Source: an optimization exercise on an open RTL-to-GDS flow (aim: small area, a short achievable clock period and few clock cycles per item). Production flows keep margins and buffers that such runs may drop.
The RTL was checked by simulation tests, not by an equivalence proof against the original design.
Power figures rest on the tool's default switching activity, not on a simulated workload.

## design.v

```verilog
package mtdr_pkg;
    localparam int DEF_MAX_ROWS  = 8;
    localparam int DEF_MAX_COLS  = 8;
    localparam int DEF_CELL_BITS = 16;
    localparam int OUT_W      = 23;
    localparam int CFG_IDX_W  = 1;
    localparam int CFG_DATA_W = 4;
    localparam int IDX_W  = 5;
    localparam int ADDR_W = 10;
    localparam logic [CFG_IDX_W-1:0] REG_ROW_COUNT = 1'b0;
    localparam logic [CFG_IDX_W-1:0] REG_COL_COUNT = 1'b1;
    typedef struct packed {
        logic              wr_en;
        logic [ADDR_W-1:0] wr_addr;
        logic              rd_en;
        logic [ADDR_W-1:0] rd_addr;
        logic              clr_max;
        logic              clr_col;
        logic              acc_col;
        logic              rect;
        logic              first;
        logic [IDX_W-1:0]  row_top;
        logic [IDX_W-1:0]  row_bot;
        logic [IDX_W-1:0]  col_lft;
        logic [IDX_W-1:0]  col_rgt;
        logic              rpre;
        logic              rsuf;
        logic              cpre;
        logic              csuf;
        logic [IDX_W-1:0]  pidx;
        logic              load_out;
        logic              no_pair;
    } t_cmd;
endpackage
module max_two_disjoint_rect_sum #(
    parameter int MAX_ROWS  = mtdr_pkg::DEF_MAX_ROWS,
    parameter int MAX_COLS  = mtdr_pkg::DEF_MAX_COLS,
    parameter int CELL_BITS = mtdr_pkg::DEF_CELL_BITS
) (
    input  logic                               i_clk,
    input  logic                               i_rst_n,
    input  logic                               i_in_valid,
    output logic                               o_in_ready,
    input  logic signed [CELL_BITS-1:0]        i_in_cell_value,
    input  logic                               i_in_last_cell,
    output logic                               o_out_valid,
    input  logic                               i_out_ready,
    output logic signed [mtdr_pkg::OUT_W-1:0]  o_out_best_sum,
    output logic                               o_out_no_pair,
    input  logic                               i_cfg_valid,
    output logic                               o_cfg_ready,
    input  logic [mtdr_pkg::CFG_IDX_W-1:0]     i_cfg_index,
    input  logic [mtdr_pkg::CFG_DATA_W-1:0]    i_cfg_data
);
    localparam int SW = 19;    
    localparam int KW = 22;    
    localparam int PW = 23;    
    function automatic logic [2:0] clamp_m1(input logic [3:0] n);
        if (n == 4'd0)  clamp_m1 = 3'd0;
        else if (n[3])  clamp_m1 = 3'd7;
        else            clamp_m1 = n[2:0] - 3'd1;
    endfunction
    function automatic logic gtk(input logic [KW-1:0] a, input logic [KW-1:0] b);
        gtk = {~a[KW-1], a[KW-2:0]} > {~b[KW-1], b[KW-2:0]};
    endfunction
    function automatic logic gtp(input logic [PW-1:0] a, input logic [PW-1:0] b);
        gtp = {~a[PW-1], a[PW-2:0]} > {~b[PW-1], b[PW-2:0]};
    endfunction
    function automatic logic [KW:0] vmax(input logic [KW:0] a, input logic [KW:0] b);
        if (!b[KW])                         vmax = a;
        else if (!a[KW])                    vmax = b;
        else if (gtk(b[KW-1:0], a[KW-1:0])) vmax = b;
        else                                vmax = a;
    endfunction
    function automatic logic [PW:0] pmax(input logic [PW:0] a, input logic [PW:0] b);
        if (!b[PW])                         pmax = a;
        else if (!a[PW])                    pmax = b;
        else if (gtp(b[PW-1:0], a[PW-1:0])) pmax = b;
        else                                pmax = a;
    endfunction
    logic [3:0] cfg_rows, cfg_cols;
    assign o_cfg_ready = 1'b1;
    always_ff @(posedge i_clk) begin
        if (!i_rst_n) begin
            cfg_rows <= 4'd8;
            cfg_cols <= 4'd8;
        end else if (i_cfg_valid) begin
            if (i_cfg_index == 1'b0) cfg_rows <= i_cfg_data;
            else                     cfg_cols <= i_cfg_data;
        end
    end
    logic       in_act, in_done, in_slot;
    logic [2:0] in_row, in_col, in_rm1, in_cm1;
    logic [1:0] sfull;
    logic [1:0][2:0] s_row, s_cm1, s_rm1;
    logic [1:0][7:0][15:0] rb;
    logic       in_disc, in_fire, wr_cell, row_end;
    logic [2:0] cur_rm1, cur_cm1, cur_row, cur_col;
    assign in_disc    = in_act & in_done;
    logic rdy_r;
    assign o_in_ready = rdy_r;
    assign in_fire    = i_in_valid & o_in_ready;
    assign cur_rm1    = in_act ? in_rm1 : clamp_m1(cfg_rows);
    assign cur_cm1    = in_act ? in_cm1 : clamp_m1(cfg_cols);
    assign cur_row    = in_act ? in_row : 3'd0;
    assign cur_col    = in_act ? in_col : 3'd0;
    assign wr_cell    = in_fire & ~in_disc;
    assign row_end    = wr_cell & (cur_col == cur_cm1);
    logic       eng_clr;      
    logic       eng_cslot;
    logic       eng_last;     
    logic       eng_last_n, eng_cslot_n;
    logic       rf_end, rf_done, rdy0, rdy1_if;
    logic [1:0] sf0, sf1;
    always_comb begin
        sf0 = sfull;
        for (int sl = 0; sl < 2; sl++) if (eng_clr && eng_cslot == sl[0]) sf0[sl] = 1'b0;
        rf_end  = ~in_disc & (cur_col == cur_cm1);
        rf_done = in_done | (rf_end & (cur_row == cur_rm1));
        sf1 = sf0;
        if (rf_end) sf1[in_slot] = 1'b1;
        rdy0 = (in_act & in_done) | ~sf0[in_slot] | (eng_last_n & (eng_cslot_n == in_slot));
        rdy1_if = (~i_in_last_cell & rf_done) | ~sf1[in_slot ^ rf_end] | (eng_last_n & (eng_cslot_n == (in_slot ^ rf_end)));
    end
    always_ff @(posedge i_clk) begin
        if (!i_rst_n) rdy_r <= 1'b1;
        else          rdy_r <= in_fire ? rdy1_if : rdy0;
    end
    always_ff @(posedge i_clk) begin
        if (!i_rst_n) begin
            in_act  <= 1'b0;
            in_done <= 1'b0;
            in_slot <= 1'b0;
            in_row  <= 3'd0;
            in_col  <= 3'd0;
        end else if (in_fire) begin
            if (i_in_last_cell) begin
                in_act  <= 1'b0;
                in_done <= 1'b0;
                in_row  <= 3'd0;
                in_col  <= 3'd0;
            end else begin
                in_act <= 1'b1;
                if (wr_cell) begin
                    if (row_end) begin
                        in_col <= 3'd0;
                        in_row <= cur_row + 3'd1;
                        if (cur_row == cur_rm1) in_done <= 1'b1;
                    end else begin
                        in_col <= cur_col + 3'd1;
                    end
                end
            end
            if (row_end) in_slot <= ~in_slot;
        end
    end
    always_ff @(posedge i_clk) begin
        if (in_fire && !in_act) begin
            in_rm1 <= cur_rm1;
            in_cm1 <= cur_cm1;
        end
    end
    logic        w_en;
    logic [15:0] w_x;
    logic [15:0] w_sel;     
    always_ff @(posedge i_clk) begin
        if (!i_rst_n) w_en <= 1'b0;
        else          w_en <= wr_cell;
    end
    always_ff @(posedge i_clk) begin
        w_x <= i_in_cell_value;
        for (int sl = 0; sl < 2; sl++)
            for (int c = 0; c < 8; c++)
                w_sel[sl*8+c] <= (in_slot == sl[0]) && (cur_col == c[2:0]);
    end
    always_ff @(posedge i_clk) begin
        for (int sl = 0; sl < 2; sl++) begin
            for (int c = 0; c < 8; c++) begin
                if (w_en && w_sel[sl*8+c]) rb[sl][c] <= w_x;
            end
            if (row_end && in_slot == sl[0]) begin
                s_row[sl] <= cur_row;
                s_cm1[sl] <= cur_cm1;
                s_rm1[sl] <= cur_rm1;
            end
        end
    end
    always_ff @(posedge i_clk) begin
        if (!i_rst_n) begin
            sfull <= 2'b00;
        end else begin
            for (int s = 0; s < 2; s++) begin
                if (row_end && in_slot == s[0])            sfull[s] <= 1'b1;
                else if (eng_clr && eng_cslot == s[0])     sfull[s] <= 1'b0;
            end
        end
    end
    logic [1:0]        fcnt;       
    logic [PW:0]       q0, q1;     
    logic              push;
    logic [PW:0]       push_d;
    logic              pop;
    logic ov_r;
    assign o_out_valid    = ov_r;
    assign o_out_best_sum = q0[PW-1:0];
    assign o_out_no_pair  = q0[PW];
    assign pop            = o_out_valid & i_out_ready;
    always_ff @(posedge i_clk) begin
        if (!i_rst_n) begin
            fcnt <= 2'd0;
            ov_r <= 1'b0;
        end else begin
            fcnt <= fcnt + {1'b0, push} - {1'b0, pop};
            ov_r <= push | fcnt[1] | (fcnt[0] & ~pop);
        end
    end
    always_ff @(posedge i_clk) begin
        if (pop) begin
            q0 <= (push && fcnt == 2'd1) ? push_d : q1;
        end else if (push && fcnt == 2'd0) begin
            q0 <= push_d;
        end
        if (push && ((fcnt == 2'd1 && !pop) || (fcnt == 2'd2))) q1 <= push_d;
    end
    logic       busy, dir, has1, has2, fin, cslot, eslot;
    logic [2:0] k, mm1;
    logic [2:0] r1, c1m1;             
    logic [2:0] c2m1, r2rm1;          
    logic [2:0] r2;
    logic       p2v;                  
    logic [2:0] p2r, p2c, p2rm1;
    logic [2:0] wcnt;
    logic [1:0] lastcnt;              
    logic       st_last, st_act1, st_act2, st_first1, st_last1, st_first2, st_rowc, st_fstart;
    logic [2:0] st_v;
    logic [7:0] st_vh;
    logic       free, p2fin, rdy1, credit, waitok, start, take1, take2;
    logic [2:0] n1c, n1r, n1rm1, nm1, rowsteps;
    assign free   = ~busy | st_last;
    logic       p2fin_r;              
    logic [2:0] p2rs;                 
    logic [1:0] tot;                  
    assign p2fin  = p2fin_r;
    assign rdy1   = sfull[eslot];
    assign credit = ~tot[1];
    assign waitok = in_act & ~in_done & (in_row == 3'd0) & ((in_cm1 - in_col) < p2c) & (wcnt != 3'd7);
    assign n1c    = eslot ? s_cm1[1] : s_cm1[0];
    assign n1r    = eslot ? s_row[1] : s_row[0];
    assign n1rm1  = eslot ? s_rm1[1] : s_rm1[0];
    always_comb begin
        take1 = rdy1;
        take2 = p2v;
        if (p2v && p2fin) start = free & credit & (lastcnt != 2'd0) & (rdy1 | ~waitok);
        else              start = free & rdy1;
        rowsteps = (p2v && p2fin) ? p2rs : 3'd0;
        nm1 = 3'd0;
        if (rdy1 && n1c > nm1)       nm1 = n1c;
        if (p2v && p2c > nm1)        nm1 = p2c;
        if (rowsteps > nm1)          nm1 = rowsteps;
    end
    assign eng_clr     = busy & has1 & st_last;
    assign eng_last    = eng_clr;
    assign eng_cslot   = cslot;
    assign eng_last_n  = busy_n & has1_n & (k_n == mm1_n);
    assign eng_cslot_n = start ? eslot : cslot;
    logic       busy_n, dir_n, has1_n, has2_n, fin_n;
    logic [2:0] k_n, mm1_n, c1m1_n, c2m1_n, r2rm1_n, v_n;
    logic [7:0] vh_n;
    always_comb begin
        busy_n  = busy;
        dir_n   = dir;
        has1_n  = has1;
        has2_n  = has2;
        fin_n   = fin;
        k_n     = k;
        mm1_n   = mm1;
        c1m1_n  = c1m1;
        c2m1_n  = c2m1;
        r2rm1_n = r2rm1;
        v_n     = st_v;
        vh_n    = st_vh;
        if (start) begin
            busy_n  = 1'b1;
            dir_n   = ~dir;
            has1_n  = take1;
            has2_n  = take2;
            fin_n   = take2 & p2fin;
            k_n     = 3'd0;
            mm1_n   = nm1;
            c1m1_n  = n1c;
            c2m1_n  = p2c;
            r2rm1_n = p2rm1;
            v_n     = dir ? 3'd0 : nm1;
            vh_n    = dir ? 8'd1 : (8'd1 << nm1);
        end else if (busy) begin
            if (st_last) begin
                busy_n = 1'b0;
            end else begin
                k_n  = k + 3'd1;
                v_n  = dir ? st_v - 3'd1 : st_v + 3'd1;
                vh_n = dir ? {1'b0, st_vh[7:1]} : {st_vh[6:0], 1'b0};
            end
        end
    end
    logic stn_last, stn_act1, stn_act2, stn_rowc, stn_fstart, stn_first1, stn_last1, stn_first2;
    logic [2:0] cv_n;
    always_comb begin
        cv_n = dir ? st_v - 3'd1 : st_v + 3'd1;
        if (start) begin
            stn_last   = (nm1 == 3'd0);
            stn_rowc   = take2 & p2fin & (p2rm1 != 3'd0);
            stn_fstart = take2 & p2fin;
            if (dir) begin       
                stn_act1   = take1;
                stn_act2   = take2;
                stn_first1 = 1'b1;
                stn_last1  = (n1c == 3'd0);
                stn_first2 = 1'b1;
            end else begin       
                stn_act1   = take1 & (nm1 <= n1c);
                stn_act2   = take2 & (nm1 <= p2c);
                stn_first1 = (nm1 == n1c);
                stn_last1  = (nm1 == 3'd0);
                stn_first2 = (nm1 == p2c);
            end
        end else begin
            stn_last   = busy & ~st_last & (k + 3'd1 == mm1);
            stn_rowc   = busy & ~st_last & fin & (k + 3'd1 < r2rm1);
            stn_fstart = 1'b0;
            stn_act1   = busy & ~st_last & has1 & (cv_n <= c1m1);
            stn_act2   = busy & ~st_last & has2 & (cv_n <= c2m1);
            stn_first1 = dir ? (cv_n == c1m1) : (cv_n == 3'd0);
            stn_last1  = dir ? (cv_n == 3'd0) : (cv_n == c1m1);
            stn_first2 = dir ? (cv_n == c2m1) : (cv_n == 3'd0);
        end
    end
    always_ff @(posedge i_clk) begin
        if (!i_rst_n) begin
            busy      <= 1'b0;
            dir       <= 1'b0;
            eslot     <= 1'b0;
            p2v       <= 1'b0;
            wcnt      <= 3'd0;
            has1      <= 1'b0;
            has2      <= 1'b0;
            fin       <= 1'b0;
            st_last   <= 1'b0;
            st_act1   <= 1'b0;
            st_act2   <= 1'b0;
            st_rowc   <= 1'b0;
            st_fstart <= 1'b0;
        end else begin
            busy      <= busy_n;
            dir       <= dir_n;
            has1      <= has1_n;
            has2      <= has2_n;
            fin       <= fin_n;
            st_last   <= stn_last;
            st_act1   <= stn_act1;
            st_act2   <= stn_act2;
            st_rowc   <= stn_rowc;
            st_fstart <= stn_fstart;
            if (start) begin
                p2v  <= take1;
                wcnt <= 3'd0;
                if (take1) eslot <= ~eslot;
            end else if (!busy && p2v && p2fin && wcnt != 3'd7) begin
                wcnt <= wcnt + 3'd1;
            end
        end
    end
    always_ff @(posedge i_clk) begin
        k         <= k_n;
        mm1       <= mm1_n;
        c1m1      <= c1m1_n;
        c2m1      <= c2m1_n;
        r2rm1     <= r2rm1_n;
        st_v      <= v_n;
        st_vh     <= vh_n;
        st_first1 <= stn_first1;
        st_last1  <= stn_last1;
        st_first2 <= stn_first2;
        if (start) begin
            cslot <= eslot;
            r1    <= n1r;
            r2    <= p2r;
            if (take1) begin
                p2r     <= n1r;
                p2c     <= n1c;
                p2rm1   <= n1rm1;
                p2fin_r <= (n1r == n1rm1);
                p2rs    <= (n1rm1 != 3'd0) ? n1rm1 - 3'd1 : 3'd0;
            end
        end
    end
    always_ff @(posedge i_clk) begin
        if (!i_rst_n) begin
            tot     <= 2'd0;
            lastcnt <= 2'd0;
        end else begin
            tot     <= tot + {1'b0, start & take2 & p2fin} - {1'b0, pop};
            lastcnt <= lastcnt + {1'b0, in_fire & i_in_last_cell} - {1'b0, start & take2 & p2fin};
        end
    end
    logic [2:0] v;
    logic       a_act1, a_act2, a_first1, a_last1, a_first2, a_rowc, a_fstart, a_flast;
    logic [15:0] xa;
    assign v        = st_v;
    assign a_act1   = st_act1;
    assign a_act2   = st_act2;
    assign a_first1 = st_act1 & st_first1;
    assign a_last1  = st_act1 & st_last1;
    assign a_first2 = st_act2 & st_first2;
    assign a_rowc   = st_rowc;
    assign a_fstart = st_fstart;
    assign a_flast  = busy & fin & st_last;
    always_comb begin
        xa = '0;
        for (int sl = 0; sl < 2; sl++)
            for (int c = 0; c < 8; c++)
                xa = xa | (rb[sl][c] & {16{cslot == sl[0] && st_vh[c]}});
    end
    logic [7:0][7:0][SW-1:0] cs;      
    logic [7:0][SW-1:0]      old_v, new_v, p_ov;
    logic [15:0]             p_x;
    logic [7:0]              p_vh;
    logic                    p_act1, p_act2, p_first1, p_last1, p_first2, p_rowc, p_fstart, p_flast;
    logic                    p_fin, p_dir, p_fresh, p_fvalid;
    logic [2:0]              p_r1, p_r2, p_v, p_q;
    logic                    byp;
    assign byp = p_act1 & |(p_vh & st_vh);
    always_comb begin
        for (int a = 0; a < 8; a++)
            new_v[a] = ((p_r1 == a[2:0]) ? {SW{1'b0}} : p_ov[a]) + {{(SW-16){p_x[15]}}, p_x};
    end
    always_comb begin
        for (int a = 0; a < 8; a++) begin
            old_v[a] = '0;
            for (int c = 0; c < 8; c++) old_v[a] = old_v[a] | (cs[a][c] & {SW{st_vh[c]}});
            if (byp) old_v[a] = new_v[a];
        end
    end
    always_ff @(posedge i_clk) begin
        if (!i_rst_n) begin
            p_act1 <= 1'b0; p_act2 <= 1'b0; p_rowc <= 1'b0; p_fstart <= 1'b0; p_flast <= 1'b0;
        end else begin
            p_act1 <= a_act1; p_act2 <= a_act2; p_rowc <= a_rowc; p_fstart <= a_fstart; p_flast <= a_flast;
        end
    end
    always_ff @(posedge i_clk) begin
        p_ov     <= old_v;
        p_x      <= xa;
        p_vh     <= st_vh;
        p_first1 <= a_first1;
        p_last1  <= a_last1;
        p_first2 <= a_first2;
        p_fin    <= fin;
        p_dir    <= dir;
        p_fresh  <= (r1 <= 3'd1);
        p_fvalid <= (r2rm1 != 3'd0);
        p_r1     <= r1;
        p_r2     <= r2;
        p_v      <= v;
        p_q      <= k + 3'd1;
    end
    always_ff @(posedge i_clk) begin
        for (int a = 0; a < 8; a++) begin
            for (int c = 0; c < 8; c++) begin
                if (p_act1 && p_vh[c]) cs[a][c] <= new_v[a];
            end
        end
    end
    logic       a2_act1, a2_act2, a2_first1, a2_last1, a2_first2, a2_rowc, a2_fstart, a2_flast;
    logic       a2_fin, a2_dir, a2_fresh, a2_fvalid;
    logic [2:0] a2_r1, a2_r2, a2_v, a2_q;
    logic [7:0][SW-1:0] a2_nv, a2_ov;
    logic [7:0][KW-1:0] rr1, rr2, rr1_n, rr2_n;
    always_ff @(posedge i_clk) begin
        if (!i_rst_n) begin
            a2_act1 <= 1'b0; a2_act2 <= 1'b0; a2_rowc <= 1'b0; a2_fstart <= 1'b0; a2_flast <= 1'b0;
        end else begin
            a2_act1 <= p_act1; a2_act2 <= p_act2; a2_rowc <= p_rowc; a2_fstart <= p_fstart; a2_flast <= p_flast;
        end
    end
    always_ff @(posedge i_clk) begin
        a2_first1 <= p_first1;
        a2_last1  <= p_last1;
        a2_first2 <= p_first2;
        a2_fin    <= p_fin;
        a2_dir    <= p_dir;
        a2_fresh  <= p_fresh;
        a2_fvalid <= p_fvalid;
        a2_r1     <= p_r1;
        a2_r2     <= p_r2;
        a2_v      <= p_v;
        a2_q      <= p_q;
        a2_nv     <= new_v;
        a2_ov     <= p_ov;
    end
    always_comb begin
        for (int a = 0; a < 8; a++) begin
            rr1_n[a] = {{(KW-SW){a2_nv[a][SW-1]}}, a2_nv[a]} + ((a2_first1 || rr1[a][KW-1]) ? {KW{1'b0}} : rr1[a]);
            rr2_n[a] = {{(KW-SW){a2_ov[a][SW-1]}}, a2_ov[a]} + ((a2_first2 || rr2[a][KW-1]) ? {KW{1'b0}} : rr2[a]);
        end
    end
    always_ff @(posedge i_clk) begin
        for (int a = 0; a < 8; a++) begin
            rr1[a] <= rr1_n[a];      
            rr2[a] <= rr2_n[a];
        end
    end
    localparam int CW_ACT1 = 0, CW_ACT2 = 1, CW_FIRST1 = 2, CW_LAST1 = 3, CW_FIRST2 = 4, CW_ROWC = 5,
                   CW_FSTART = 6, CW_FLAST = 7, CW_FIN = 8, CW_DIR = 9, CW_FRESH = 10, CW_FVALID = 11,
                   CW_R1 = 12, CW_R2 = 15, CW_V = 18, CW_Q = 21, CW_N = 24;
    logic [CW_N-1:0] cw_a2, cw_b1, cw_b2, cw_c1, cw_c2, cw_d;
    assign cw_a2 = {a2_q, a2_v, a2_r2, a2_r1, a2_fvalid, a2_fresh, a2_dir, a2_fin, a2_flast, a2_fstart,
                    a2_rowc, a2_first2, a2_last1, a2_first1, a2_act2, a2_act1};
    always_ff @(posedge i_clk) begin
        if (!i_rst_n) begin
            cw_b1 <= '0; cw_b2 <= '0; cw_c1 <= '0; cw_c2 <= '0; cw_d <= '0;
        end else begin
            cw_b1 <= cw_a2; cw_b2 <= cw_b1; cw_c1 <= cw_b2; cw_c2 <= cw_c1; cw_d <= cw_c2;
        end
    end
    logic       b_act1, b_act2, b_first1;
    logic [2:0] b_r1, b_r2;
    assign b_act1   = cw_b1[CW_ACT1];
    assign b_act2   = cw_b1[CW_ACT2];
    assign b_first1 = cw_b1[CW_FIRST1];
    assign b_r1     = cw_b1[CW_R1 +: 3];
    assign b_r2     = cw_b1[CW_R2 +: 3];
    logic [7:1][KW-1:0] top;
    logic [7:1][KW-1:0] pb;
    always_ff @(posedge i_clk) begin
        for (int a = 1; a < 8; a++) begin
            if (b_act1 && a[2:0] <= b_r1) begin
                if ((a[2:0] == b_r1 && b_first1) || gtk(rr1[a], top[a])) top[a] <= rr1[a];
            end
        end
    end
    logic [3:0][KW:0] l1_1, l1_2, b2_l1, b2_l2;
    always_comb begin
        for (int j = 0; j < 4; j++) begin
            l1_1[j] = vmax({b_act1 && (2*j) <= b_r1, rr1[2*j]}, {b_act1 && (2*j+1) <= b_r1, rr1[2*j+1]});
            l1_2[j] = vmax({b_act2 && (2*j) <= b_r2, rr2[2*j]}, {b_act2 && (2*j+1) <= b_r2, rr2[2*j+1]});
        end
    end
    always_ff @(posedge i_clk) begin
        b2_l1 <= l1_1;
        b2_l2 <= l1_2;
    end
    logic [KW:0]   c1_p1a, c1_p1b, c1_p2a, c1_p2b;
    logic [KW-1:0] top_q, c1_topq, c2_topq;
    always_comb begin
        top_q = '0;
        for (int a = 1; a < 8; a++) top_q = top_q | (top[a] & {KW{cw_b2[CW_Q +: 3] == a[2:0]}});
    end
    always_ff @(posedge i_clk) begin
        c1_p1a  <= vmax(b2_l1[0], b2_l1[1]);
        c1_p1b  <= vmax(b2_l1[2], b2_l1[3]);
        c1_p2a  <= vmax(b2_l2[0], b2_l2[1]);
        c1_p2b  <= vmax(b2_l2[2], b2_l2[3]);
        c1_topq <= top_q;
        c2_topq <= c1_topq;
    end
    logic [6:0][KW-1:0] rgt;
    logic [7:1][KW-1:0] lft;
    logic [KW-1:0] f_c;
    logic [KW:0]   c2_m1, c2_m2, c2_f;
    always_comb begin
        f_c = '0;
        for (int c = 0; c < 7; c++) f_c = f_c | (rgt[c] & {KW{~cw_c1[CW_DIR] && cw_c1[CW_V +: 3] == c[2:0]}});
        for (int c = 1; c < 8; c++) f_c = f_c | (lft[c] & {KW{cw_c1[CW_DIR] && cw_c1[CW_V +: 3] == c[2:0]}});
    end
    always_ff @(posedge i_clk) begin
        c2_m1 <= vmax(c1_p1a, c1_p1b);
        c2_m2 <= vmax(c1_p2a, c1_p2b);
        c2_f  <= {cw_c1[CW_FVALID], f_c};
    end
    logic          c2_act1, c2_first1, c2_last1, c2_fin;
    logic [2:0]    c2_r1, c2_q;
    assign c2_act1   = cw_c2[CW_ACT1];
    assign c2_first1 = cw_c2[CW_FIRST1];
    assign c2_last1  = cw_c2[CW_LAST1];
    assign c2_fin    = cw_c2[CW_FIN];
    assign c2_r1     = cw_c2[CW_R1 +: 3];
    assign c2_q      = cw_c2[CW_Q +: 3];
    logic [KW-1:0] best, best_n, pb_q;
    logic [PW-1:0] candr_c2;
    always_comb begin
        best_n = best;
        if ((c2_r1 == 3'd0 && c2_first1) || gtk(c2_m1[KW-1:0], best)) best_n = c2_m1[KW-1:0];
        pb_q = '0;
        for (int a = 1; a < 8; a++) pb_q = pb_q | (pb[a] & {KW{c2_q == a[2:0]}});
        candr_c2 = {c2_topq[KW-1], c2_topq} + {pb_q[KW-1], pb_q};
    end
    always_ff @(posedge i_clk) begin
        if (c2_act1) best <= best_n;
        for (int a = 1; a < 8; a++) begin
            if (c2_act1 && c2_last1 && c2_r1 == a[2:0] - 3'd1) pb[a] <= best_n;
        end
    end
    logic [KW-1:0] d_mall;
    logic [KW:0]   d_fm2;
    logic [PW-1:0] d_candr;
    logic [7:0]    d_vh;
    always_ff @(posedge i_clk) begin
        d_mall  <= c2_fin ? c2_m1[KW-1:0] : vmax(c2_m1, c2_m2);
        d_fm2   <= vmax(c2_f, c2_m2);
        d_candr <= candr_c2;
        for (int c = 0; c < 8; c++) d_vh[c] <= (cw_c2[CW_V +: 3] == c[2:0]);
    end
    logic       d_act1, d_act2, d_first2, d_rowc, d_fstart, d_flast, d_fin, d_dir, d_fresh;
    assign d_act1   = cw_d[CW_ACT1];
    assign d_act2   = cw_d[CW_ACT2];
    assign d_first2 = cw_d[CW_FIRST2];
    assign d_rowc   = cw_d[CW_ROWC];
    assign d_fstart = cw_d[CW_FSTART];
    assign d_flast  = cw_d[CW_FLAST];
    assign d_fin    = cw_d[CW_FIN];
    assign d_dir    = cw_d[CW_DIR];
    assign d_fresh  = cw_d[CW_FRESH];
    logic [KW-1:0] rgt_v, lft_v, ca_same, ca_other;
    logic          d_upd;
    always_comb begin
        rgt_v = '0;
        lft_v = '0;
        for (int c = 0; c < 7; c++) rgt_v = rgt_v | (rgt[c] & {KW{d_vh[c]}});
        for (int c = 1; c < 8; c++) lft_v = lft_v | (lft[c] & {KW{d_vh[c]}});
        ca_same  = d_dir ? lft_v : rgt_v;
        ca_other = d_dir ? rgt_v : lft_v;
    end
    assign d_upd = d_act1 | (d_act2 & ~d_fin);
    logic          e_wr, e_dir;
    logic [7:0]    e_vh;
    logic [KW-1:0] e_mall;
    always_ff @(posedge i_clk) begin
        if (!i_rst_n) e_wr <= 1'b0;
        else          e_wr <= d_upd && (d_fresh || gtk(d_mall, ca_same));
    end
    always_ff @(posedge i_clk) begin
        e_dir  <= d_dir;
        e_mall <= d_mall;
        e_vh   <= d_vh;
    end
    always_ff @(posedge i_clk) begin
        for (int c = 0; c < 7; c++) if (e_wr && !e_dir && e_vh[c]) rgt[c] <= e_mall;
        for (int c = 1; c < 8; c++) if (e_wr && e_dir && e_vh[c])  lft[c] <= e_mall;
    end
    logic [KW-1:0] rm;
    logic [KW:0]   rm_n;
    logic [PW-1:0] candc_d;
    always_comb begin
        rm_n = vmax({~d_first2, rm}, d_fm2);
        candc_d = {rm[KW-1], rm} + {ca_other[KW-1], ca_other};
    end
    always_ff @(posedge i_clk) begin
        if (d_act2 && d_fin) rm <= rm_n[KW-1:0];
    end
    logic       e_candv, e_rowc, e_fstart, e_flast;
    logic [PW-1:0] e_candc, e_candr;
    always_ff @(posedge i_clk) begin
        if (!i_rst_n) begin
            e_candv <= 1'b0; e_rowc <= 1'b0; e_fstart <= 1'b0; e_flast <= 1'b0;
        end else begin
            e_candv <= d_act2 & d_fin & ~d_first2;
            e_rowc <= d_rowc; e_fstart <= d_fstart; e_flast <= d_flast;
        end
    end
    always_ff @(posedge i_clk) begin
        e_candc <= candc_d;
        e_candr <= d_candr;
    end
    logic [PW:0] ans_r, ans_c;
    always_ff @(posedge i_clk) begin
        if (e_fstart) begin
            ans_r <= {e_rowc, e_candr};
            ans_c <= {e_candv, e_candc};
        end else begin
            ans_r <= pmax(ans_r, {e_rowc, e_candr});
            ans_c <= pmax(ans_c, {e_candv, e_candc});
        end
    end
    logic f_flast;
    logic [PW:0] ans;
    always_ff @(posedge i_clk) begin
        if (!i_rst_n) f_flast <= 1'b0;
        else          f_flast <= e_flast;
    end
    assign ans    = pmax(ans_r, ans_c);
    assign push   = f_flast;
    assign push_d = ans[PW] ? {1'b0, ans[PW-1:0]} : {1'b1, {PW{1'b0}}};
endmodule
```

## run.sh

```bash
#!/bin/bash
# synth_recipe.tcl (not shown) runs the flow's synth.tcl, then flattens the netlist and writes it again
# the make line also repeats each setting of config.mk as NAME=value (left out here)
make -C /OpenROAD-flow-scripts/flow DESIGN_CONFIG=/design/flow/config.mk WORK_HOME=/design/flow/orfs CLKGATE_MAP_FILE= SYNTH_SCRIPT=/design/flow/synth_recipe.tcl finish
```

## config.mk

```make
export PLATFORM = sky130hd
export DESIGN_NAME = max_two_disjoint_rect_sum
export DESIGN_NICKNAME = max_two_disjoint_rect_sum
export VERILOG_FILES = /design/flow/design.v
export SDC_FILE = /design/flow/constraint.sdc
export NUM_CORES = 4
export LEC_CHECK = 0
export CAP_MARGIN = 20
export CORE_MARGIN = 2
export CORE_UTILIZATION = 40
export SETUP_SLACK_MARGIN = 5
export SLEW_MARGIN = 20
```

## constraint.sdc

```tcl
create_clock -name core_clock -period 10.0 [get_ports {i_clk}]
set_input_delay 2.0000 -clock core_clock [delete_from_list [all_inputs] [get_ports {i_clk}]]
set_output_delay 2.0000 -clock core_clock [all_outputs]
set_load 0.01 [all_outputs]
```

==> results.json, run 1 <==
{
  "io_pins": 54,
  "finalInstanceArea_mm2": 0.189,
  "synth_top_area_cell": "edfxtp_1",
  "cts_htree_levels": 5,
  "synth-main-ff-cell": "edfxtp_1",
  "gp_congestion": 0.903,
  "synthTopCellsByArea": "edfxtp_1, dfxtp_1, ha_1",
  "final_period_minus_worst_setup_slack_ps": 4590,
  "grt_max_degree": 124,
  "ys_warn_count": 1,
  "synth_area_mm2": 0.168,
  "grt_pass1_wl_um": 707000,
  "worstSetupPathType": "reg2reg",
  "required_ps": 10860,
  "max-slew-margin-rel": 0.216,
  "p_leak_uw": 0.0727,
  "tns_ps": 0,
  "clk_path_buf_depth": 4,
  "seq_area_frac_synth": 0.601,
  "cts_setup_buffers": 0,
  "setup_viol": 0,
  "drcViolationCount": 0,
  "wl_met1_um": 216000,
  "worst-path-max-fanout": 16,
  "power.density_mw_per_mm2": 266,
  "gr-total-overflow": 0,
  "top_layer": "met5",
  "fin_crit_sh": 0.459,
  "synth_nets": 14500,
  "timing.hold.ws_ps": 265,
  "wl_met2_um": 223000,
  "placed_area_mm2": 0.175,
  "path_clk_slew_ps": 70,
  "status": "complete, no violations",
  "finClkSkew_ps": 80.0,
  "synth_area_per_cell_um2": 12.7,
  "ff2ff_setup_slack_ps": 5410,
  "die_height_um": 652,
  "cts_hold_buf": 0,
  "route.met3.wl_um": 32800,
  "insertion_delay_ps": 1010,
  "drive_gt1_frac": 0.101,
  "numCtsBuffers": 406,
  "tritoncts": "built",
  "drt-total-wl_um": 489000,
  "hold_viol": 0,
  "core_area_mm2": 0.417,
  "synth_edf_count": 2291,
  "track_usage": 0.223,
  "antenna_found_initial": 34,
  "avgRoutedWirePerCell_um": 25.4,
  "final_net_count": 14600,
  "rows": 237,
  "synth_most_common_cell": "edfxtp_1",
  "fp.dieW_um": 652,
  "clock.fmax_mhz": 218,
  "ant_nets": 0,
  "ys_ff_latch": 3899,
  "initial_core_util": 0.402,
  "drt-pass1-iter-count": 6,
  "clock-sinks": 3899,
  "holdCritPathClass": "reg2reg",
  "rsz0062_at_grt": "yes",
  "synthCells": 13200,
  "dpl.cell_count": 18500,
  "dp_slack_ps": 4860,
  "worstSetupStartpointType": "flop",
  "cts-root-buf": "clkbuf_16",
  "synthArstFlopShare": 0,
  "route.vias.total": 109000,
  "area_growth_pct": 12.8,
  "cap_violations": 0,
  "critPathArrivalTime_ps": 5440,
  "initialDrtViolationCount": 11000,
  "fin_ws_ps": 5410,
  "end_kind": "flop",
  "synth.top_cell.area_share": 0.410,
  "layoutNonFillerInstCount": 19300,
  "ys_types": 100,
  "grt_pass1_vias": 104000,
  "vdd_drop_max_mv": 0.176,
  "port_buffers": 52,
  "viasPerCell": 5.64,
  "hpwl_um": 328000,
  "synthTopCellsByCount": "edfxtp_1, dfxtp_1, ha_1",
  "slew_viol_final": 0,
  "tightest_slew_ps": 1180,
  "die-area_mm2": 0.425
}
## final timing paths
path	start	cells after the start	end
setup / recovery	eslot	20	st_act2
hold / removal	cw_c1[11]	0	c2_f[22]
setup reg to reg	eslot	20	st_act2
hold reg to reg	cw_c1[11]	0	c2_f[22]
## power breakdown
group / switching (uW) / total (uW) / internal (uW)
Combinational: 7220 / 13300 / 6080
Sequential: 2310 / 21500 / 19200
Clock: 6490 / 15700 / 9170
Total: 16000 / 50500 / 34400
## routing by layer
layer | global-route usage | up-vias
met4 | 0.0700 | 6
met5 | 0 | -
met2 | 0.357 | 3810
met3 | 0.0310 | 765
li1 | - | 50200
met1 | 0.312 | 53800
## state kept, by name, indices dropped and copies added, names as in the netlist, 154 cells and up
name,cells
rr1,176
top,154
rb,256
rgt,154
cs,1216
lft,154
rr2,176
pb,154
## repair_timing
item                       CTS  global route
gates cloned                 0             0
gates resized for setup      2             3
setup endpoints to repair    2            13
## metrics by stage
step                      total power (uW)  utilization
after floorplan                      30600            -
after global placement               34700        0.420
after detailed placement             34900        0.420
after CTS                            50600        0.454
after global routing                 53100        0.454
final                                50500        0.454
## kinds of logic after synthesis
group / Yosys count / synth area share
and+or+nand+nor: 2614 / 0.0806
AOI/OAI and AO/OA: 3128 / 0.133
muxes: 553 / 0.0375
other: 1 / 0.0000223
buffers and inverters: 1333 / 0.0301
adders and majority gates: 1238 / 0.0935
xor gates and xnor gates: 458 / 0.0239
DFF: 3899 / 0.601
## area by class of cell
| class | count | area (um2) |
|---|---|---|
| diodes | 14 | 35.0 |
| clock buffers | 579 | 11900 |
| clock inverters | 186 | 2070 |
| fillers | 37300 | 228000 |
| inverters | 862 | 3240 |
| multi-input cells | 7992 | 62300 |
| flip-flops and latches | 3899 | 101000 |
| well taps | 5497 | 6880 |
| repair buffers | 222 | 1980 |
## critical path, cell delays in order (launching register included)
cell and delay, ps:
dfxtp_4 460, nand2_1 120, o21ai_1 270, nand2_1 150, ha_1 320, nor2b_1 120
o21ai_0 80, a21oi_1 320, mux2_2 420, ha_1 300, nor2b_1 130, o21ai_0 80
nand2b_1 110, and2_1 220, mux2i_4 390, ha_1 320, nor2b_1 140, o21a_1 170
o21ai_0 130, nand3_1 80, a21boi_0 170
## layout by cell type (no fill, tap or decap), types with 51 or more instances in the layout
cell             Yosys  layout
edfxtp_1          2291    2291
dfxtp_1           1608    1588
ha_1              1210    1210
inv_1              860     860
a21oi_1            578     570
nor2_1             545     530
clkbuf_16            0     434
nand2_1            411     410
and2_1             420     403
a22oi_1            381     381
mux2_2             379     379
a21o_1             355     355
xnor2_1            353     346
a221oi_1           336     336
o21ai_0            292     291
a22o_1             290     290
nor3_1             275     266
nand3_1            227     227
nor2b_1            218     218
nand4_1            214     214
o21a_1             209     208
buf_4                1     153
a31oi_1            148     144
mux2i_1            110     109
xor2_1             104     102
clkbuf_1           382      96
nand2b_1            93      93
a222oi_1            71      71
clkinv_2             1      62
o21ai_1             60      59
a211oi_1            54      53
clkdlybuf4s50_1      0      51
Testbench counts, summed over its fixed seeds: cycles 6,136, grids 128.
==> run 2: changes to the inputs <==
--- a/config.mk
+++ b/config.mk
@@ -6,4 +6,5 @@
 export NUM_CORES = 4
 export LEC_CHECK = 0
+export ABC_AREA = 1
 export CAP_MARGIN = 20
 export CORE_MARGIN = 2
==> run 2 against run 1 <==
Against the previous run:
- still clean on timing, DRC and antenna
- utilization decreased by 0.27 points
- area after synthesis increased by 1.4%
- count of clock-buffer cells in the layout decreased by 16
- sequential power about the same
- hold slack improved by 25 ps
- flip-flop and latch count unchanged
- largest cell class unchanged
==> results.json, run 2 <==
{
  "critPathSlowestCell": "inv_2",
  "synth_area_mm2": 0.170,
  "final_net_count": 17800,
  "seq_area_mm2": 0.101,
  "initial_core_util": 0.402,
  "grt_pass1_wl_um": 748000,
  "top_regs": "cs (1216), rb (256)",
  "r2r_start": "d_vh[1]",
  "p_leak_uw": 0.0804,
  "die_height_um": 656,
  "ys_ff_latch": 3899,
  "grt_pass1_vias": 114000,
  "fill_cells": 39500,
  "clk_path_buf_depth": 4,
  "gr-total-overflow": 0,
  "fp.dieW_um": 656,
  "path_clk_slew_ps": 60,
  "io_pins": 54,
  "top_register": "cs",
  "track_usage": 0.230,
  "antenna_found_initial": 30,
  "hpwl_um": 352000,
  "holdCritPathClass": "reg2reg",
  "r2r_end": "e_candc[16]",
  "tightest_slew_ps": 1200,
  "core_area_mm2": 0.424,
  "required_ps": 10920,
  "rsz0062_at_grt": "no",
  "fin_crit_sh": 0.444,
  "numCtsBuffers": 401,
  "avgRoutedWirePerCell_um": 22.6,
  "largest_register_ffs": 1216,
  "synth_area_per_cell_um2": 10.4,
  "ys_types": 60,
  "tritoncts": "built",
  "finalInstanceArea_mm2": 0.191,
  "critPathBufInv": 1,
  "synth-main-ff-cell": "edfxtp_1",
  "worstSetupPathType": "reg2reg",
  "synth_edf_count": 2291,
  "power.density_mw_per_mm2": 266,
  "final_cell_mix": "nand2_1, edfxtp_1, inv_1",
  "route.vias.total": 120000,
  "ff2ff_setup_slack_ps": 5560,
  "cap_violations": 0,
  "worst-path-max-fanout": 38,
  "drt-total-wl_um": 511000,
  "hp-start": "d_candr[5]",
  "initialDrtViolationCount": 12200,
  "drcViolationCount": 0,
  "crit_chain": "inv_2 > o22ai_1 > a221oi_1 > nand2_1 > a221oi_1 > o21ai_0 > ha_1 > fa_1 > nand3_1 > nand2_1 > a21boi_0 > o21ai_0 > a21oi_1 > o21ai_0 > a21oi_1 > xnor2_1",
  "postCtsResizedCells": 0,
  "slew_viol_final": 0,
  "viasPerCell": 5.32,
  "die-area_mm2": 0.431,
  "finClkSkew_ps": 73.9,
  "tns_ps": 0,
  "clock-sinks": 3899,
  "cts_hold_buf": 0,
  "area_growth_pct": 12.4,
  "synth_top_area_cell": "edfxtp_1",
  "drive_gt1_frac": 0.0534,
  "path_common_cell": "o21ai_0",
  "synthCells": 16400,
  "cts-root-buf": "clkbuf_16",
  "critPathTopFamily": "compound AO/OA/AOI/OAI gates",
  "ys_warn_count": 1,
  "cts_setup_buffers": 0,
  "critPathArrivalTime_ps": 5360,
  "synthTopCellsByArea": "edfxtp_1, dfxtp_1, ha_1",
  "cts_htree_levels": 5,
  "seq_area_frac_synth": 0.593,
  "vdd_drop_max_mv": 0.167,
  "synthTopCellsByCount": "nand2_1, edfxtp_1, inv_1",
  "status": "complete, no violations",
  "clock.fmax_mhz": 225,
  "gp_congestion": 0.962,
  "synthArstFlopShare": 0,
  "port_buffers": 52,
  "end_kind": "flop",
  "final_period_minus_worst_setup_slack_ps": 4440,
  "grt_max_degree": 115,
  "insertion_delay_ps": 990,
  "worstSetupStartpointType": "flop",
  "post-route-util": 0.451,
  "setup_viol": 0,
  "synth_most_common_cell": "nand2_1",
  "cpPeakStageDelay_ps": 810,
  "holdPathEnd": "e_candr[5]",
  "reg2reg_depth": 16,
  "rows": 239,
  "hold_path_depth": 0,
  "layout_commonest_cell": "nand2_1",
  "synth.top_cell.area_share": 0.404,
  "multi_input_area_mm2": 0.0604,
  "synth_nets": 17700,
  "ant_nets": 0,
  "drt-pass1-iter-count": 6,
  "max-slew-margin-rel": 0.201,
  "hold_viol": 0,
  "placed_area_mm2": 0.178
}
-- run 2: area by class of cell --
cell class / instances / area share
well taps: 5663 / 0.0370
inverters: 1975 / 0.0391
repair buffers: 201 / 0.00906
clock buffers: 563 / 0.0599
clock inverters: 196 / 0.0108
diodes: 22 / 0.000288
multi-input cells: 10100 / 0.316
flip-flops and latches: 3899 / 0.528
-- run 2: cells by family (layout without fill, tap and decap cells) --
logic type | count (synthesis) | in the layout | share of synthesized area
xor gates and xnor gates | 518 | 518 | 0.0267
DFF | 3899 | 3899 | 0.593
buffers and inverters | 2423 | 2935 | 0.0537
AOI/OAI and AO/OA | 2822 | 2822 | 0.101
and+or+nand+nor | 5496 | 5496 | 0.132
muxes | 5 | 5 | 0.000301
other | 1 | 23 | 0.0000220
adders and majority gates | 1238 | 1238 | 0.0922
-- run 2: power breakdown --
part / switching (uW) / internal [uW]
Sequential: 2220 / 19300
Combinational: 8890 / 5220
Clock: 6520 / 8710
Total: 17600 / 33300
-- run 2: worst max path at each step --
stage / startpoint / cells after the start / slack, ps / to
final: d_vh[1] / 16 / 5560 / e_candc[16]
after global placement: d_vh[1] / 16 / 5650 / e_candc[16]
after global routing: d_vh[1] / 16 / 5130 / e_candc[16]
after CTS: d_vh[1] / 16 / 5610 / e_candc[16]
after floorplan: i_out_ready / 3 / 5570 / q1[0]
after detailed placement: d_vh[1] / 16 / 5630 / e_candc[16]
-- run 2: stage by stage --
step	hold WS, ps	power, uW	setup slack, ps	instances
floorplan	310	30900	5570	16400
global placement	311	35500	5650	21800
detailed placement	312	35600	5630	21800
CTS	298	50900	5610	22600
global route	304	53700	5130	22600
finish	290	50900	5560	22600
-- run 2: layer usage --
metal	global-route usage	routed length, um
met1	0.331	231000
met2	0.361	226000
met3	0.0295	37400
met4	0.0701	16600
met5	0	28
-- run 2: worst register-to-register path, stage by stage, from the launching register on --
cell	delay, ps
dfxtp_1	420
inv_2	820
o22ai_1	200
a221oi_1	260
nand2_1	80
a221oi_1	280
o21ai_0	140
ha_1	250
fa_1	430
nand3_1	80
nand2_1	120
a21boi_0	290
o21ai_0	200
a21oi_1	300
o21ai_0	180
a21oi_1	180
xnor2_1	140
==> run 3: changes to the inputs <==
--- a/config.mk
+++ b/config.mk
@@ -6,8 +6,7 @@
 export NUM_CORES = 4
 export LEC_CHECK = 0
-export ABC_AREA = 1
 export CAP_MARGIN = 20
 export CORE_MARGIN = 2
-export CORE_UTILIZATION = 40
+export CORE_UTILIZATION = 55
 export SETUP_SLACK_MARGIN = 5
 export SLEW_MARGIN = 20
==> run 3 against run 2 <==
Against the previous run:
- cell area shrank 1.9%
- sequential power is essentially flat
- sequential share of layout area grew 1.1 points
- clock skew shrank 2.2 ps
- combinational power shrank 3%
- largest power group unchanged
- still clean on timing, DRC and antenna
- global-route usage grew 9.3 points
==> results.json, run 3 <==
{
  "status": "complete, no violations",
  "final_period_minus_worst_setup_slack_ps": 4790,
  "r2r_start": "in_cm1[0]",
  "end_kind": "flop",
  "worstSetupStartpointType": "flop",
  "final_cell_mix": "edfxtp_1, dfxtp_1, ha_1",
  "critPathBufInv": 3,
  "tns_ps": 0,
  "synth_edf_count": 2291,
  "placed_area_mm2": 0.173,
  "critPathTopFamily": "compound AO/OA/AOI/OAI gates",
  "synthArstFlopShare": 0,
  "ys_warn_count": 1,
  "ys_ff_latch": 3899,
  "avgRoutedWirePerCell_um": 28.7,
  "crit_start": "in_cm1[0]",
  "route.vias.total": 111000,
  "final_net_count": 14700,
  "core_area_mm2": 0.303,
  "grt_pass1_wl_um": 735000,
  "drt-pass1-iter-count": 9,
  "tritoncts": "built",
  "synth_area_mm2": 0.168,
  "wl_met2_um": 235000,
  "crit_end": "st_vh[4]",
  "tightest_slew_ps": 1240,
  "die-area_mm2": 0.310,
  "wl_met1_um": 212000,
  "fin_crit_sh": 0.479,
  "path_clk_slew_ps": 60,
  "synth_most_common_cell": "edfxtp_1",
  "cts_hold_buf": 0,
  "max-slew-margin-rel": 0.177,
  "grt_pass1_vias": 109000,
  "drive_gt1_frac": 0.103,
  "io_pins": 54,
  "synthCells": 13200,
  "p_leak_uw": 0.0727,
  "grt_max_degree": 122,
  "vdd_drop_max_mv": 0.206,
  "critPathSlowestCell": "a31oi_4",
  "power.density_mw_per_mm2": 270,
  "hold_viol": 0,
  "slew_viol_final": 0,
  "post-route-util": 0.618,
  "layout_commonest_cell": "edfxtp_1",
  "finalInstanceArea_mm2": 0.188,
  "synth_nets": 14500,
  "synth-main-ff-cell": "edfxtp_1",
  "ys_types": 100,
  "worst-path-max-fanout": 36,
  "cap_violations": 0,
  "synthTopCellsByArea": "edfxtp_1, dfxtp_1, ha_1",
  "fill_cells": 23300,
  "ff2ff_setup_slack_ps": 5210,
  "reg2reg_depth": 13,
  "cts-root-buf": "clkbuf_16",
  "gp_congestion": 0.922,
  "cp_num_cells": 13,
  "worstSetupPathType": "reg2reg",
  "clk_path_buf_depth": 4,
  "synth_top_area_cell": "edfxtp_1",
  "initial_core_util": 0.554,
  "numCtsBuffers": 403,
  "gr-total-overflow": 0,
  "synth.top_cell.area_share": 0.410,
  "insertion_delay_ps": 980,
  "cpPeakStageDelay_ps": 860,
  "hpwl_um": 340000,
  "cts_htree_levels": 5,
  "synth_area_per_cell_um2": 12.7,
  "initialDrtViolationCount": 12000,
  "track_usage": 0.323,
  "top_register": "cs",
  "port_buffers": 52,
  "required_ps": 10670,
  "viasPerCell": 6.26,
  "top_layer": "met5",
  "ant_nets": 0,
  "largest_register_ffs": 1216,
  "rows": 202,
  "holdCritPathClass": "reg2reg",
  "drt-total-wl_um": 509000,
  "crit_chain": "inv_1 > ha_1 > inv_1 > fa_1 > xor2_1 > ha_1 > nor4_1 > a41oi_4 > a31oi_4 > clkinv_2 > and3_1 > a221oi_1 > a21oi_1",
  "die_height_um": 557,
  "clock.fmax_mhz": 209,
  "finClkSkew_ps": 71.7,
  "clock-sinks": 3899,
  "critPathArrivalTime_ps": 5470,
  "drcViolationCount": 0,
  "route.met3.wl_um": 36800,
  "synthTopCellsByCount": "edfxtp_1, dfxtp_1, ha_1",
  "rsz0062_at_grt": "yes",
  "setup_viol": 0,
  "antenna_found_initial": 49,
  "seq_area_frac_synth": 0.601,
  "area_growth_pct": 11.7,
  "fp.dieW_um": 557,
  "r2r_end": "st_vh[4]",
  "top_regs": "cs (1216), rb (256)"
}
==> run 3: changes by cell type after synthesis, moves of 378 or more <==
cell	delta
a21oi_1	-380
and2_1	+405
inv_1	-1102
mux2_2	+378
nand2_1	-2955
nand3_1	-425
nor2_1	-471
o21ai_0	-483
==> run 3: metal layers <==
layer  global-route usage  up-vias
met2                0.521     4634
li1                     -    50100
met3               0.0427      969
met1                0.438    55400
met5                    0        -
met4                0.140       10
==> run 3: through the flow <==
step / instances / power, uW / hold slack, ps / setup slack (ps)
floorplan: 13200 / 30600 / 310 / 5440
global placement: 17000 / 34600 / 313 / 4470
detailed placement: 17000 / 35100 / 312 / 4720
CTS: 17700 / 50700 / 311 / 5100
global route: 17700 / 53200 / 310 / 4850
finish: 17800 / 50700 / 317 / 5210
==> run 3: timing repair <==
action / CTS / global route
gates resized for setup: 2 / 2
setup buffers: 0 / 4
setup endpoints to repair: 7 / 27
cloned: 0 / 0
endpoints found under the hold margin: 0 / 0
pin swaps: 0 / 1
==> run 3: worst min-delay path by stage <==
stage          slack, ps       start         end  cells after the start
2_1_floorplan        310       p_dir      a2_dir                      0
3_3_place_gp         310  d_candr[1]  e_candr[1]                      0
3_5_place_dp         310     p_r2[0]    a2_r2[0]                      0
4_1_cts              310     p_r2[1]    a2_r2[1]                      0
5_1_grt              310     p_r2[1]    a2_r2[1]                      0
6_report             320     p_r2[1]    a2_r2[1]                      0
==> run 3: power by group <==
part | total (uW) | internal (uW) | switching [uW]
sequential | 21500 | 19200 | 2280
clock | 15500 | 9050 | 6500
combinational | 13700 | 6120 | 7540
total | 50700 | 34300 | 16300
==> run 3: worst reg2reg max path: cells and delay by family, from the launching register on <==
| kind | cells | cell delay [ps] |
|---|---|---|
| simple gates | 2 | 810 |
| buf+inv | 3 | 910 |
| compound gates | 4 | 1550 |
| flops | 1 | 360 |
| xor+xnor | 1 | 170 |
| fa+ha+maj | 3 | 720 |
==> run 3: final cells by class <==
cell class | count | area [um2] | area share
timing repair buffer | 232 | 2040 | 0.0109
clock buffer | 578 | 11800 | 0.0628
inverter | 862 | 3240 | 0.0173
clock inverter | 181 | 2130 | 0.0114
antenna | 28 | 70.1 | 0.000374
sequential | 3899 | 101000 | 0.539
tap | 3978 | 4980 | 0.0265
multi-input combinational | 7992 | 62300 | 0.332
==> run 3: kinds of logic (layout without fill, tap and decap cells) <==
logic type	after synthesis	count (layout)	share of synthesized area
buffers and inverters	1333	1853	0.0301
XOR/XNOR	458	458	0.0239
multiplexers	553	553	0.0375
AND/OR/NAND/NOR	2614	2614	0.0806
adder cells (fa/ha/maj)	1238	1238	0.0935
flip-flops	3899	3899	0.601
AO/OA/AOI/OAI	3128	3128	0.133
other	1	29	0.0000223
==> run 4: changes to the inputs <==
--- a/design.v
+++ b/design.v
@@ -303,4 +303,14 @@
         end
     end
+    logic n1_top, p2_top, nm1_zero, ge12, ge21, ge1r, ge2r;
+    always_comb begin
+        ge12     = eslot ? (s_cm1[1] >= p2c) : (s_cm1[0] >= p2c);
+        ge21     = eslot ? (p2c >= s_cm1[1]) : (p2c >= s_cm1[0]);
+        ge1r     = eslot ? (s_cm1[1] >= p2rs) : (s_cm1[0] >= p2rs);
+        ge2r     = (p2c >= p2rs);
+        n1_top   = (~p2v | ge12) & (~(p2v & p2fin) | ge1r);
+        p2_top   = (~rdy1 | ge21) & (~p2fin | ge2r);
+        nm1_zero = (~rdy1 | n1c == 3'd0) & (~p2v | p2c == 3'd0) & (~(p2v & p2fin) | p2rs == 3'd0);
+    end
     logic stn_last, stn_act1, stn_act2, stn_rowc, stn_fstart, stn_first1, stn_last1, stn_first2;
     logic [2:0] cv_n;
@@ -308,5 +318,5 @@
         cv_n = dir ? st_v - 3'd1 : st_v + 3'd1;
         if (start) begin
-            stn_last   = (nm1 == 3'd0);
+            stn_last   = nm1_zero;
             stn_rowc   = take2 & p2fin & (p2rm1 != 3'd0);
             stn_fstart = take2 & p2fin;
@@ -318,9 +328,9 @@
                 stn_first2 = 1'b1;
             end else begin       
-                stn_act1   = take1 & (nm1 <= n1c);
-                stn_act2   = take2 & (nm1 <= p2c);
-                stn_first1 = (nm1 == n1c);
-                stn_last1  = (nm1 == 3'd0);
-                stn_first2 = (nm1 == p2c);
+                stn_act1   = rdy1 & n1_top;
+                stn_act2   = p2v & p2_top;
+                stn_first1 = n1_top;
+                stn_last1  = nm1_zero;
+                stn_first2 = p2_top;
             end
         end else begin
@@ -428,9 +438,10 @@
     logic                    p_fin, p_dir, p_fresh, p_fvalid;
     logic [2:0]              p_r1, p_r2, p_v, p_q;
+    logic [7:0]              p_fresh_lane;     
     logic                    byp;
     assign byp = p_act1 & |(p_vh & st_vh);
     always_comb begin
         for (int a = 0; a < 8; a++)
-            new_v[a] = ((p_r1 == a[2:0]) ? {SW{1'b0}} : p_ov[a]) + {{(SW-16){p_x[15]}}, p_x};
+            new_v[a] = (p_fresh_lane[a] ? {SW{1'b0}} : p_ov[a]) + {{(SW-16){p_x[15]}}, p_x};
     end
     always_comb begin
@@ -460,4 +471,5 @@
         p_fvalid <= (r2rm1 != 3'd0);
         p_r1     <= r1;
+        for (int a = 0; a < 8; a++) p_fresh_lane[a] <= (r1 == a[2:0]);
         p_r2     <= r2;
         p_v      <= v;
--- a/config.mk
+++ b/config.mk
@@ -6,7 +6,8 @@
 export NUM_CORES = 4
 export LEC_CHECK = 0
+export ABC_AREA = 1
 export CAP_MARGIN = 20
 export CORE_MARGIN = 2
-export CORE_UTILIZATION = 55
+export CORE_UTILIZATION = 40
 export SETUP_SLACK_MARGIN = 5
 export SLEW_MARGIN = 20
==> run 4 against run 3 <==
Against the previous run:
- clock power about the same
- flip-flop and latch count rose by 8
- combinational power is 17% higher
- critical path depth is the same
- die area up 39%
- still clean on timing, DRC and antenna
- cell area grew 2.3%
- non-clock buffer count is 23 lower
- first-iteration DRC count is 4.0% lower
- largest cell class unchanged
- total power increased by 5.7%
==> results.json, run 4 <==
{
  "synthTopCellsByCount": "nand2_1, edfxtp_1, inv_1",
  "track_usage": 0.233,
  "largest_register_ffs": 1216,
  "reg2reg_depth": 13,
  "status": "complete, no violations",
  "synth_edf_count": 2291,
  "post-route-util": 0.452,
  "final_period_minus_worst_setup_slack_ps": 4260,
  "numCtsBuffers": 407,
  "synth_area_per_cell_um2": 10.4,
  "hpwl_um": 358000,
  "drt-total-wl_um": 518000,
  "p_leak_uw": 0.0805,
  "postCtsResizedCells": 0,
  "hold_path_depth": 0,
  "power.density_mw_per_mm2": 279,
  "final_cell_mix": "nand2_1, edfxtp_1, inv_1",
  "synth-main-ff-cell": "edfxtp_1",
  "hold_viol": 0,
  "worstSetupPathType": "reg2reg",
  "viasPerCell": 5.33,
  "rsz0062_at_grt": "no",
  "clk_path_buf_depth": 4,
  "initial_core_util": 0.402,
  "synth_nets": 17600,
  "io_pins": 54,
  "vdd_drop_max_mv": 0.161,
  "top_register": "cs",
  "die_height_um": 657,
  "cts_htree_levels": 5,
  "slew_viol_final": 0,
  "multi_input_area_mm2": 0.0607,
  "worst-path-max-fanout": 31,
  "initialDrtViolationCount": 11500,
  "worstSetupStartpointType": "flop",
  "tritoncts": "built",
  "avgRoutedWirePerCell_um": 22.9,
  "synth_most_common_cell": "nand2_1",
  "cap_violations": 0,
  "fp.dieW_um": 657,
  "gp_congestion": 0.941,
  "drt-pass1-iter-count": 6,
  "rows": 239,
  "end_kind": "flop",
  "synthArstFlopShare": 0,
  "synth_top_area_cell": "edfxtp_1",
  "ys_ff_latch": 3907,
  "cts_hold_buf": 0,
  "finClkSkew_ps": 83.9,
  "port_buffers": 52,
  "critPathArrivalTime_ps": 5190,
  "die-area_mm2": 0.431,
  "ys_warn_count": 1,
  "top_regs": "cs (1216), rb (256)",
  "setup_viol": 0,
  "tightest_slew_ps": 1210,
  "drcViolationCount": 0,
  "final_net_count": 17800,
  "route.vias.total": 120000,
  "required_ps": 10930,
  "grt_pass1_wl_um": 756000,
  "ys_types": 65,
  "synth_area_mm2": 0.170,
  "cts_setup_buffers": 0,
  "max-slew-margin-rel": 0.194,
  "area_growth_pct": 12.6,
  "drive_gt1_frac": 0.0556,
  "clock-sinks": 3907,
  "synth.top_cell.area_share": 0.404,
  "antenna_found_initial": 34,
  "seq_area_frac_synth": 0.594,
  "layout_commonest_cell": "nand2_1",
  "path_clk_slew_ps": 60,
  "insertion_delay_ps": 1010,
  "synthCells": 16400,
  "ant_nets": 0,
  "cts-root-buf": "clkbuf_16",
  "tns_ps": 0,
  "synthTopCellsByArea": "edfxtp_1, dfxtp_1, ha_1",
  "clock.fmax_mhz": 235,
  "grt_max_degree": 109,
  "holdCritPathClass": "reg2reg",
  "gr-total-overflow": 0,
  "grt_pass1_vias": 115000,
  "seq_area_mm2": 0.101,
  "core_area_mm2": 0.424,
  "fill_cells": 39500,
  "fin_crit_sh": 0.426
}
==> run 4: cell count changes after synthesis, sizes merged, moves of 358 or more <==
cell,before,now
mux2,424,1
nand2,411,3214
inv,861,1920
and2,420,21
nor2,545,1231
a22oi,381,23
a21oi,578,1053
o21ai,353,759
==> run 4: final cells by class <==
class | count | area share
Sequential cell | 3907 | 0.527
Antenna cell | 13 | 0.000170
Multi-Input combinational cell | 10100 | 0.316
Tap cell | 5663 | 0.0369
Clock buffer | 583 | 0.0613
Clock inverter | 189 | 0.0107
Timing Repair Buffer | 209 | 0.00939
Inverter | 1924 | 0.0380
==> run 4: through the flow <==
step / power (uW) / worst slack [ps] / std cells / instance area (um2) / hold slack, ps
2_1_floorplan: 32300 / 5570 / 16400 / 170000 / 310
3_3_place_gp: 37800 / 5950 / 21800 / 178000 / 310
3_5_place_dp: 38000 / 5920 / 21800 / 178000 / 312
4_1_cts: 53500 / 5920 / 22600 / 192000 / 319
5_1_grt: 56500 / 5540 / 22600 / 192000 / 321
6_report: 53600 / 5740 / 22600 / 192000 / 317
==> run 4: logic make-up (layout without fill, tap and decap cells) <==
kind of cell	after synthesis	after routing	share of synthesized area
adders and majority gates	1247	1247	0.0928
and+or+nand+nor	5452	5452	0.131
other	1	14	0.0000220
AOI/OAI and AO/OA	2859	2859	0.103
buffers and inverters	2362	2905	0.0525
DFF	3907	3907	0.594
muxes	13	13	0.000771
xor gates and xnor gates	516	516	0.0265
==> run 4: metal layers <==
layer / global-route usage / vias up / part of all wire
met1: 0.319 / 58000 / 0.43
met3: 0.0370 / 887 / 0.075
met4: 0.0864 / 6 / 0.041
met2: 0.372 / 4482 / 0.45
met5: 0 / - / 0.000075
li1: - / 57000 / -
==> run 4: final timing paths <==
check	from	to	slack [ps]
max	d_vh[1]	e_candc[16]	5740
min	d_candr[14]	e_candr[14]	320
max reg2reg	d_vh[1]	e_candc[16]	5740
min reg2reg	d_candr[14]	e_candr[14]	320
==> run 4: where the power goes <==
| part | switching (uW) | internal, uW |
|---|---|---|
| clock network | 6570 | 8970 |
| logic | 10300 | 5640 |
| registers | 2240 | 19800 |
==> run 4: worst max-delay path, cell delays in order (launching register included) <==
cell and delay [ps]:
dfxtp_1 490, clkinv_1 200, buf_4 440, o22ai_1 170
a2111oi_0 570, o21ai_0 320, ha_1 420, a21oi_1 200
a21boi_0 300, o21ai_0 200, a21oi_1 350, o21ai_0 190
a21oi_1 180, xnor2_1 120
Testbench counts of run 4, summed over its fixed seeds: cycles 6,136, grids 128.
==> run 5: changes to the inputs <==
--- a/design.v
+++ b/design.v
@@ -662,8 +662,6 @@
     logic [KW-1:0] rm;
     logic [KW:0]   rm_n;
-    logic [PW-1:0] candc_d;
     always_comb begin
         rm_n = vmax({~d_first2, rm}, d_fm2);
-        candc_d = {rm[KW-1], rm} + {ca_other[KW-1], ca_other};
     end
     always_ff @(posedge i_clk) begin
@@ -671,5 +669,6 @@
     end
     logic       e_candv, e_rowc, e_fstart, e_flast;
-    logic [PW-1:0] e_candc, e_candr;
+    logic [KW-1:0] e_rm, e_oth;
+    logic [PW-1:0] e_candr;
     always_ff @(posedge i_clk) begin
         if (!i_rst_n) begin
@@ -681,15 +680,29 @@
     end
     always_ff @(posedge i_clk) begin
-        e_candc <= candc_d;
+        e_rm    <= rm;
+        e_oth   <= ca_other;
         e_candr <= d_candr;
     end
+    logic          x_candv, x_rowc, x_fstart, x_flast;
+    logic [PW-1:0] x_candc, x_candr;
+    always_ff @(posedge i_clk) begin
+        if (!i_rst_n) begin
+            x_candv <= 1'b0; x_rowc <= 1'b0; x_fstart <= 1'b0; x_flast <= 1'b0;
+        end else begin
+            x_candv <= e_candv; x_rowc <= e_rowc; x_fstart <= e_fstart; x_flast <= e_flast;
+        end
+    end
+    always_ff @(posedge i_clk) begin
+        x_candc <= {e_rm[KW-1], e_rm} + {e_oth[KW-1], e_oth};
+        x_candr <= e_candr;
+    end
     logic [PW:0] ans_r, ans_c;
     always_ff @(posedge i_clk) begin
-        if (e_fstart) begin
-            ans_r <= {e_rowc, e_candr};
-            ans_c <= {e_candv, e_candc};
+        if (x_fstart) begin
+            ans_r <= {x_rowc, x_candr};
+            ans_c <= {x_candv, x_candc};
         end else begin
-            ans_r <= pmax(ans_r, {e_rowc, e_candr});
-            ans_c <= pmax(ans_c, {e_candv, e_candc});
+            ans_r <= pmax(ans_r, {x_rowc, x_candr});
+            ans_c <= pmax(ans_c, {x_candv, x_candc});
         end
     end
@@ -698,5 +711,5 @@
     always_ff @(posedge i_clk) begin
         if (!i_rst_n) f_flast <= 1'b0;
-        else          f_flast <= e_flast;
+        else          f_flast <= x_flast;
     end
     assign ans    = pmax(ans_r, ans_c);
==> run 5 against run 4 <==
Against the previous run:
- total power fell by 1.4%
- flip-flop and latch count rose by 71
- setup slack improved by 230 ps
- fmax rose by 5.8%
- area after synthesis rose by 1.4%
- critical endpoint is now o_out_valid
- cell area rose by 1.0%
- sequential share of layout area rose by 0.19 points
- first-iteration DRC count rose by 6.8%
- largest cell class unchanged
- still clean on timing, DRC and antenna
- sequential power barely moved
- register-to-register slack improved by 290 ps
==> results.json, run 5 <==
{
  "crit_start": "ov_r",
  "r2r_start": "eslot",
  "synthMuxAreaShare": 0.000413,
  "numCtsBuffers": 401,
  "synth_top_family_by_area": "simple AND/OR/NAND/NOR gates",
  "synth_area_mm2": 0.173,
  "worstSetupStartpointType": "flop",
  "slew_viol_final": 0,
  "worstSetupPathType": "reg2out",
  "synth_most_common_cell": "nand2_1",
  "fp.dieW_um": 661,
  "gp_congestion": 0.929,
  "synth_area_per_cell_um2": 10.4,
  "initialDrtViolationCount": 12300,
  "rows": 241,
  "drt-total-wl_um": 528000,
  "hp-start": "e_candr[1]",
  "synthXorXnorAreaFrac": 0.0264,
  "status": "complete, no violations",
  "hold_viol": 0,
  "cts_setup_buffers": 0,
  "avgRoutedWirePerCell_um": 23.2,
  "grt_pass1_vias": 116000,
  "cts_hold_buf": 0,
  "final_period_minus_worst_setup_slack_ps": 4030,
  "fin_ws_ps": 5970,
  "synth_edf_count": 2291,
  "postCtsResizedCells": 0,
  "core_area_mm2": 0.430,
  "cpPeakStageDelay_ps": 600,
  "tritoncts": "built",
  "insertion_delay_ps": 980,
  "dpl.cell_count": 22000,
  "required_ps": 8000,
  "clk_path_buf_depth": 4,
  "io_pins": 54,
  "end_kind": "output pin",
  "initial_core_util": 0.401,
  "cap_violations": 0,
  "synth.top_cell.area_share": 0.398,
  "critPathArrivalTime_ps": 2030,
  "path_clk_slew_ps": 60,
  "seq_area_frac_synth": 0.594,
  "rsz0062_at_grt": "no",
  "top_register": "cs",
  "vdd_drop_max_mv": 0.156,
  "hpwl_um": 365000,
  "area_growth_pct": 12.2,
  "worst-path-max-fanout": 2,
  "drt-pass1-iter-count": 8,
  "grt_max_degree": 111,
  "drive_gt1_frac": 0.0603,
  "drcViolationCount": 0,
  "layoutNonFillerInstCount": 22800,
  "power.density_mw_per_mm2": 272,
  "clock-sinks": 3978,
  "synthTopCellsByArea": "edfxtp_1, dfxtp_1, ha_1",
  "max-slew-margin-rel": 0.174,
  "fin_crit_sh": 0.403,
  "die_height_um": 661,
  "synth-compound-area-share": 0.0999,
  "holdCritPathClass": "reg2reg",
  "finClkSkew_ps": 65.1,
  "grt_pass1_wl_um": 768000,
  "cts_htree_levels": 5,
  "synth_top_area_cell": "edfxtp_1",
  "critPathBufInv": 1,
  "largest_register_ffs": 1216,
  "final_cell_mix": "nand2_1, edfxtp_1, inv_1",
  "top_regs": "cs (1216), rb (256)",
  "layout_commonest_cell": "nand2_1"
}
[run 5: changes by cell type after synthesis, sizes merged, moves of 57 or more]
cell	change
a21oi	-97
buf	+57
dfxtp	+71
nand2	+149
nand3	+91
nor2	-105
[run 5: layout make-up]
cell class,instances,area (um2),area share
clock buffers,564,11800,0.0607
well taps,5710,7140,0.0369
inverters,1970,7460,0.0385
diodes,17,42.5,0.000219
repair buffers,202,1690,0.00869
multi-input cells,10200,61200,0.316
flip-flops and latches,3978,103000,0.529
clock inverters,190,1930,0.00998
[run 5: logic make-up (layout without fill, tap and decap cells)]
group	after synthesis	count (layout)
AOI/OAI and AO/OA	2793	2793
xor gates and xnor gates	515	515
adders and majority gates	1247	1247
buffers and inverters	2413	2926
DFF	3978	3978
muxes	7	7
other	1	18
and+or+nand+nor	5601	5601
[run 5: metrics by stage]
| stage | total power (uW) | cell area (um2) | utilization |
|---|---|---|---|
| 2_1_floorplan | 32100 | 173000 | - |
| 3_3_place_gp | 37100 | 180000 | 0.418 |
| 3_5_place_dp | 37300 | 180000 | 0.418 |
| 4_1_cts | 52800 | 194000 | 0.450 |
| 5_1_grt | 55700 | 194000 | 0.450 |
| 6_report | 52800 | 194000 | 0.450 |
[run 5: routing by layer]
metal	global-route usage	vias up	part of all wire
met1	0.315	58800	0.42
met4	0.103	14	0.048
met3	0.0308	948	0.070
met5	0	-	0.00020
met2	0.385	4437	0.46
li1	-	57600	-
[run 5: path summary, 6_finish.rpt]
path	end	slack (ps)	cells after the start
worst max-delay path	o_out_valid	5970	1
worst max register to register	rdy_r	6030	27
worst min-delay path	x_candr[1]	310	0
worst min register to register	x_candr[1]	310	0
[run 5: where the power goes]
group	switching (uW)	internal, uW
clock network	6570	8970
logic	9670	5500
registers	2190	19900
Testbench counts of run 5, summed over its fixed seeds: cycles 6,145, grids 128.

afterwards: timing with drivers on the ports:
No port has a modelled driver above. Below, the same layouts with a new extraction and two added sets of constraints. Step 1 sets driving cells, clkbuf_16 on the clock port and buf_2 on the other inputs (assumed; they add their load-dependent delay and slew). Step 2 times the ports against the registers' clock, not the clock port: input delays grow and output delays shrink by t, the midpoint of the rising clock arrivals with the driver on. Three values: ideal ports, drivers, drivers and shift; two values: the first two.
run | shift t [ns] | setup WS [ns]
run 1 | 1.070 | 5.414 / 5.414 / 5.414
run 2 | 1.072 | 5.560 / 5.560 / 5.560
run 3 | 1.057 | 5.206 / 5.206 / 5.206
run 4 | 1.080 | 5.737 / 5.737 / 5.737
run 5 | 1.072 | 5.970 / 5.851 / 5.761
After both steps setup and hold are still met in every run listed.
